Context: an optimization exercise on an open-source flow, tuned for small area, a short achievable clock period and few clock cycles per item. The choices shown serve that exercise and are no tape-out recipe. Only simulation tests tie the RTL to the original design; equivalence was not proved.

==> branch cedar <==
// matrix_exponential_taylor
module matrix_exponential_taylor #(
    parameter int DIM = 3
) (
    input  wire logic               clk,
    input  wire logic               rst_n,
    input  wire logic               in_valid,
    output logic                    in_stall,
    input  wire logic signed [31:0] elem_value,
    output logic                    out_valid,
    input  wire logic               out_stall,
    output logic signed [31:0]      result_value,
    output logic                    is_last,
    output logic                    saturated,
    input  wire logic               cfg_we,
    input  wire logic [7:0]         cfg_data
);
    localparam logic [2:0] M_LOAD  = 3'd0;
    localparam logic [2:0] M_RUN   = 3'd1;
    localparam logic [2:0] M_SWAIT = 3'd2;
    localparam logic [2:0] M_SLOW  = 3'd3;
    localparam logic [2:0] M_SWB   = 3'd4;
    localparam logic [2:0] M_DONE  = 3'd5;
    logic [31:0] a_r [9];
    logic [31:0] t_r [9];
    logic [31:0] s_r [9];
    logic        a_nar;
    logic [7:0]  nt_reg;
    logic        ovf_reg;
    logic [2:0]  st_reg;
    logic [3:0]  ld_reg;
    logic [7:0]  k_reg;
    logic [1:0]  i_reg, j_reg;
    logic        kp_reg;           
    logic [8:0]  dq0_reg, dq1_reg;  
    logic [9:0]  dt0_reg, dt1_reg;  
    logic [1:0]  wbj_reg;
    logic        oact_reg;
    logic [3:0]  oidx_reg;
    logic        osat_reg;
    logic signed [31:0] res_reg;
    logic        last_reg;
    logic        sat_reg;
    logic        ov_reg;
    logic [1:0]  jsel;
    logic [31:0] trow [3];
    logic [31:0] acol [3];
    logic        sl_busy, sl_done, sl_sat;
    logic [1:0]  sl_col;
    logic [31:0] sl_p0, sl_p1, sl_p2;
    assign jsel = j_reg;
    always_comb
    begin
        for (int m = 0; m < 3; m++)
        begin
            case (i_reg)
                2'd0: trow[m] = t_r[m];
                2'd1: trow[m] = t_r[3 + m];
                default: trow[m] = t_r[6 + m];
            endcase
            case (jsel)
  ...
==> flow/config.mk <==
export PLATFORM = sky130hd
export DESIGN_NAME = matrix_exponential_taylor
export DESIGN_NICKNAME = matrix_exponential_taylor
export VERILOG_FILES = /design/flow/design.v
export SDC_FILE = /design/flow/constraint.sdc
export NUM_CORES = 4
export LEC_CHECK = 0
export ABC_AREA = 1
export CAP_MARGIN = 20
export CORE_MARGIN = 2
export CORE_UTILIZATION = 50
export SETUP_SLACK_MARGIN = 5.0
export SLEW_MARGIN = 20
==> flow/constraint.sdc <==
create_clock -name core_clock -period 10.0 [get_ports {clk}]
set_input_delay 2.0000 -clock core_clock [delete_from_list [all_inputs] [get_ports {clk}]]
set_output_delay 2.0000 -clock core_clock [all_outputs]
set_load 0.01 [all_outputs]
run.sh (not shown) runs the stock make flow with config.mk's settings and CLKGATE_MAP_FILE= SYNTH_SCRIPT=/design/flow/synth_recipe.tcl, a recipe that flattens the netlist after the stock synthesis.
==> branch violet: changes against branch cedar <==
Settings changed: CORE_UTILIZATION 50 to 40.
==> qor summary <==
metric                                                                        branch violet              branch cedar
Outcome                                                                      finished clean            finished clean
Floorplan Core Area                                                              292000 um2                233000 um2
Post-placement cell count                                                             17400                     16600
Hold slack final                                                                     303 ps                    318 ps
Width of the chip                                                                    546 um                    489 um
Normalized max-slew margin                                                            0.131                    0.0797
Met2 global-route usage                                                               0.459                     0.602
Die height                                                                           546 um                    489 um
Initial antenna violation count                                                          32                        27
Clock network share of area                                                          0.0461                    0.0452
Total global routing track utilization                                                0.312                     0.404
Inverter count                                                                         1468                      1473
Area grow syn2layout                                                                  21.9%                     23.8%
Startpoint of the most critical register-to-register path                          i_reg[1]                  i_reg[0]
Detailed-route via count                                                             109000                    112000
Fraction of area in registers                                                         0.313                     0.308
Average via count per standard cell                                                    5.94                      6.32
Required @ worst endpoint                                                          10730 ps                  10610 ps
Layout multi-input combinational cell count                                           10000                     10000
Sequential cell area                                                              44900 um2                 44900 um2
Endpoint arrival time on the critical path                                          5940 ps                   5900 ps
Count of placed standard cells in the final layout, fillers left out                  18400                     17700
TritonCTS buffer count                                                                  192                       187
Slowest stage cell, crit path                                         sky130_fd_sc_hd__fa_2  sky130_fd_sc_hd__dfxtp_4
Testbench counts of branch cedar, summed over its fixed seeds: cycles 11,464, matrices 96.
Testbench counts of branch violet, summed over its fixed seeds: cycles 11,464, matrices 96.

==> garnet: inputs <==
matrix_exponential_taylor, a different RTL version from the one above (not shown whole).
==> flow/design.v (excerpt) <==
module matrix_exponential_taylor #(
    parameter int DIM = 3
) (
    input  wire logic               clk,
    input  wire logic               rst_n,
    input  wire logic               in_valid,
    output logic                    in_stall,
    input  wire logic signed [31:0] elem_value,
    output logic                    out_valid,
    input  wire logic               out_stall,
    output logic signed [31:0]      result_value,
    output logic                    is_last,
    output logic                    saturated,
    input  wire logic               cfg_we,
    input  wire logic [7:0]         cfg_data
);
    localparam logic [2:0] M_LOAD  = 3'd0;
    localparam logic [2:0] M_RUN   = 3'd1;
    localparam logic [2:0] M_SWAIT = 3'd2;
    localparam logic [2:0] M_SLOW  = 3'd3;
    localparam logic [2:0] M_SWB   = 3'd4;
    localparam logic [2:0] M_DONE  = 3'd5;
    logic [31:0] a_r [9];
    logic [31:0] t_r [9];
    logic [31:0] s_r [9];
    logic        a_nar;
    logic [7:0]  nt_reg;
    logic        ovf_reg;
    logic [2:0]  st_reg;
    logic [3:0]  ld_reg;
    logic [7:0]  k_reg;
    logic [1:0]  i_reg, j_reg;
    logic        kp_reg;           
    logic [8:0]  dq0_reg, dq1_reg;  
    logic [9:0]  dt0_reg, dt1_reg;  
    logic [1:0]  wbj_reg;
    logic        oact_reg;
    logic [3:0]  oidx_reg;
    logic        osat_reg;
    logic signed [31:0] res_reg;
    logic        last_reg;
    logic        sat_reg;
    logic        ov_reg;
    logic [1:0]  jsel;
    logic [31:0] trow [3];
    logic [31:0] acol [3];
    logic        sl_busy, sl_done, sl_sat;
    logic [1:0]  sl_col;
    logic [31:0] sl_p0, sl_p1, sl_p2;
    assign jsel = j_reg;
    always_comb
    begin
        for (int m = 0; m < 3; m++)
        begin
            case (i_reg)
                2'd0: trow[m] = t_r[m];
                2'd1: trow[m] = t_r[3 + m];
  ...
Settings: LEC_CHECK=0, ABC_AREA=1, CAP_MARGIN=20, CORE_MARGIN=2, CORE_UTILIZATION=40, SETUP_SLACK_MARGIN=4.0, SLEW_MARGIN=20; clock period 10.0 ns.
==> fjord: changes against garnet <==
--- a/flow/design.v
+++ b/flow/design.v
@@ -3164,15 +3164,14 @@
     logic early;
     logic had_slow;    
     logic lt_wide;     
     assign last_round = (k_reg == nt_reg);
     assign fin = !oact_reg && !pipe_busy &&
         ((st_reg == M_DONE) || (st_reg == M_RUN && last_round && all_nar));
-    assign early = !oact_reg && st_reg == M_RUN && last_round && !v1_reg && !dv_reg[0] && a_nar &&
-        !had_slow &&
-        !lt_wide;
+    assign early = !oact_reg && st_reg == M_RUN && last_round && a_nar && !had_slow &&
+        ((nt_reg >= 8'd12) || (!v1_reg && !lt_wide && !(dv_reg[0] && dwf_reg)));
     always_comb
     begin
         issue = 1'b0;
         sl_start = 1'b0;
         if (st_reg == M_RUN && !last_round)
         begin
CORE_UTILIZATION = 50   (was 40)
SETUP_SLACK_MARGIN = 4.5   (was 4.0)
==> results.txt <==
| item | garnet | fjord |
|---|---|---|
| Outcome | timing/DRC/antenna clean | timing/DRC/antenna clean |
| Synthesis-to-finish area growth | 11.77% | 13.45% |
| Simple logic cell fraction of the synthesized area | 17.14% | 17.74% |
| Slowest stage cell on the critical path | sky130_fd_sc_hd__nor2_2 | sky130_fd_sc_hd__fa_1 |
| Post-synthesis cell count | 13840 | 13810 |
| Tapcells | 3900 | 3132 |
| Syn Nets | 14890 | 14860 |
| Post-layout nets | 14830 | 14970 |
| Share of the synthesized netlist area taken by xor and xnor gates | 7.044% | 6.991% |
| Core footprint | 0.2908 sq mm | 0.2332 sq mm |
| Share of the synthesized area in the top cell type | 28.68% | 28.56% |
| Worst setup slack after layout | 4096 ps | 4540 ps |
| Final wirelength | 460600 microns | 478700 microns |
| Netlist Area Pre-Place | 0.1170 sq mm | 0.1175 sq mm |
| FF+latch area | 0.04484 sq mm | 0.04485 sq mm |
| Die Span X | 544.7 microns | 488.7 microns |
| Drt pass-1 iters | 6 | 7 |
| Capture point of the worst reg-to-reg path | tv_reg[0][19] | tv_reg[0][16] |
| Post-CTS setup buffers | 20 | 80 |
| Proportion of cell area spent on the clock network | 5.102% | 4.718% |
| Startpoint of the worst hold path | dqq_reg[3][7] | dqq_reg[1][4] |
| Tightest Pin Transition | 1236 ps | 1221 ps |
Testbench counts of garnet, summed over its fixed seeds: cycles 11,628, matrices 96.
Testbench counts of fjord, summed over its fixed seeds: cycles 11,464, matrices 96.

==> re-timing with driven ports <==
Ports are ideal in the flow. The routed layouts listed here were re-timed in OpenROAD.
Step 1 sets driving cells, clkbuf_16 on the clock port and buf_2 on the other inputs (assumed; they add their load-dependent delay and slew).
Step 2 moves the port delays by t, midway between the first and last clock arrival at a register: inputs arrive t later, outputs are due t later. That takes back most of the time a late clock gives input paths.
Slacks: no drivers / after step 1 / after step 2; pairs: no drivers / after step 1.
run	shift t [ns]	slack for setup (ns)	slew at the worst register clock pin (ns)
branch cedar	0.947	4.708 / 4.708 / 4.225	0.07 / 0.07
branch violet	1.009	4.794 / 4.794 / 4.260	0.07 / 0.07
garnet	1.003	4.096 / 4.096 / 4.077	0.07 / 0.07
fjord	0.950	4.540 / 4.540 / 3.810	0.07 / 0.07
After both steps every run listed still meets setup and hold. The setup slack of fjord, which loses most, moves by 0.000 ns with the drivers and by -0.730 ns with both steps.
